Source: an optimization exercise on an open RTL-to-GDS flow (aim: small area). Production flows keep margins and buffers that such runs may drop.
In this exercise RTL edits were held to simulation tests only and were not proved equivalent to the original.
No activity file was given, so power comes from the tool's default toggle rates.

## csr_top
module csr_top #(
    parameter int hart_id = 0
) (
    input  logic        clk,
    input  logic        rst_n,
    input  logic [11:0] rd_addr,
    input  logic [11:0] wr_addr,
    input  logic        wr_en,
    input  logic [31:0] wr_data,
    input  logic        stall_exec,
    input  logic        bubble_exec,
    input  logic        trap_insert,
    input  logic        trap_is_mret,
    input  logic [31:0] trap_epc,
    input  logic [31:0] trap_cause,
    input  logic [31:0] trap_val,
    input  logic        mtime_interrupt,
    input  logic [31:0] int_sources,
    output logic [31:0] rd_data,
    output logic        rd_illegal,
    output logic [31:0] mepc,
    output logic [31:0] mtvec,
    output logic [31:0] interrupts,
    output logic        endianness
);
Size in the first run: roughly 1,300 cells after synthesis, roughly 330 flip-flops, ~320 I/O pins.
Settings: LEC_CHECK=0, CAP_MARGIN=10, CORE_MARGIN=2, CORE_UTILIZATION=50, SLEW_MARGIN=10; clock period 6.5 ns.
standard.sh (not shown) runs the stock make flow with config.mk's settings and CLKGATE_MAP_FILE= SYNTH_SCRIPT=/design/flow/synth_recipe.tcl, a recipe that flattens the netlist after the stock synthesis.
==> flow/flow/run.sh <==
#!/bin/bash
# Own layout flow: the standard flow, with
#  - synthesis: synth_recipe.tcl unchanged except for an area-oriented ABC
#    mapping script (synth_area.tcl, abc_area.script);
#  - port buffers: every input and output port still gets a buffer, of the
#    smallest buffer cell (buf_1) instead of the one buffer_ports picks;
#  - CTS: small clock buffers and no dummy loads.
# Each tool's output goes to a log file of its own in the work folder.
set -euo pipefail
W=$(pwd)
F="$W/flow"
export FLOW_SYNTH_TCL="$W/synth_recipe.tcl"
export AREA_ABC_SCRIPT="$F/abc_area.script"

# synthesis: standard.sh's own make command, with our synthesis script
sed -e "s#SYNTH_SCRIPT=[^ ]*synth_recipe.tcl#SYNTH_SCRIPT=$F/synth_area.tcl#" standard.sh > standard_area.sh
grep -q "SYNTH_SCRIPT=$F/synth_area.tcl" standard_area.sh
bash standard_area.sh synth > "$W/synth.log" 2>&1

# the rest of the standard flow
export BUFFER_PORTS_ARGS="-buffer_cell sky130_fd_sc_hd__buf_1"
export CTS_ARGS="-sink_clustering_enable -repair_clock_nets -dont_use_dummy_load -buf_list {sky130_fd_sc_hd__clkbuf_4} -sink_clustering_size 8 -sink_clustering_max_diameter 40"
bash standard.sh finish > "$W/layout.log" 2>&1
test -f "$W/out/final.def"
==> flow/flow/abc_area.script <==
&get -n
&st
&dc2
&nf -R 1000
&put
==> flow/flow/synth_area.tcl <==
# The standard synthesis (synth_recipe.tcl), with one change: the final ABC
# technology mapping uses an area-oriented script (abc_area.script beside this
# file) instead of ORFS's delay-oriented one. Registers are mapped before ABC
# runs, so they are the same as the standard synthesis's.
proc abc {args} {
  set i [lsearch -exact $args -script]
  if {$i >= 0} {
    set args [lreplace $args [expr {$i + 1}] [expr {$i + 1}] $::env(AREA_ABC_SCRIPT)]
  }
  yosys abc {*}$args
}
source $::env(FLOW_SYNTH_TCL)
Rerun with:
CORE_UTILIZATION = 65   (was 50)
=> Clock skew fell by 0.018 ns; cell area came out lower by 0.86%; total power goes down by 1.3%; flip-flop and latch count is unchanged; setup slack improved by 0.025 ns; core utilization goes up by 17 points; combinational power is about the same; via count is higher by 1.7%; sequential power stays flat; hold slack is better by 0.0041 ns.

---

Another version of the RTL of csr_top (not shown whole).
Size: ~1300 cells after synthesis, roughly 0.014 mm^2 of cells after synthesis.
==> flow/config.mk <==
export PLATFORM = sky130hd
export DESIGN_NAME = csr_top
export DESIGN_NICKNAME = csr_top
export VERILOG_FILES = /design/flow/design.v
export SDC_FILE = /design/flow/constraint.sdc
export NUM_CORES = 4
export LEC_CHECK = 0
export CAP_MARGIN = 10
export CORE_MARGIN = 2
export CORE_UTILIZATION = 50
export SLEW_MARGIN = 10
==> flow/constraint.sdc <==
create_clock -name core_clock -period 6.5 [get_ports {clk}]
set_input_delay 1.3000 -clock core_clock [delete_from_list [all_inputs] [get_ports {clk}]]
set_output_delay 1.3000 -clock core_clock [all_outputs]
set_load 0.01 [all_outputs]
==> flow/flow/abc_area.script <==
&get -n
&st
&dc2
&nf -R 1000
&put
&get -n
&st
&dc2
&nf -R 1000
&put
Scripts as last shown in full above: flow/flow/run.sh, flow/flow/synth_area.tcl
The baseline completed with no timing, DRC or antenna violations.
==> next run, changes <==
- CAP_MARGIN: 10 -> 0
- SLEW_MARGIN: 10 -> 0
Outcome: Flip-flop and latch count is unchanged; critical path depth stays the same; setup slack is unchanged; combinational power hardly moves; total power stays the same; routed wire length is unchanged; first-iteration DRC count is unchanged; hold slack does not change; fmax stays the same; via count does not change.

## afterwards: timing with drivers on the ports
Ports are ideal in the flow. The routed layouts listed here were re-timed in OpenROAD.
Step 1 assumes that a clkbuf_16 drives the clock port and a buf_2 every other input.
Step 2 times the ports against the registers' clock, not the clock port: input delays grow and output delays shrink by t, the midpoint of the rising clock arrivals with the driver on.
a / b / c = no drivers / after step 1 / after step 2; a / b = the first two.
run	t (ns)	setup slack, ns	hold slack, ns	slew at the worst register clock pin (ns)
the first run of note 1	0.725	0.773 / 0.798 / 0.074	0.470 / 0.470 / 0.470	0.10 / 0.10
the second run of note 1	0.704	0.798 / 0.812 / 0.108	0.474 / 0.474 / 0.474	0.10 / 0.10
the first run of note 2	0.711	0.892 / 0.917 / 0.207	0.468 / 0.468 / 0.468	0.10 / 0.10
the second run of note 2	0.711	0.892 / 0.917 / 0.207	0.468 / 0.468 / 0.468	0.10 / 0.10
After both steps every run listed still meets setup and hold. The setup slack of the first run of note 1, which loses most, moves by +0.025 ns with the drivers and by -0.699 ns with both steps.
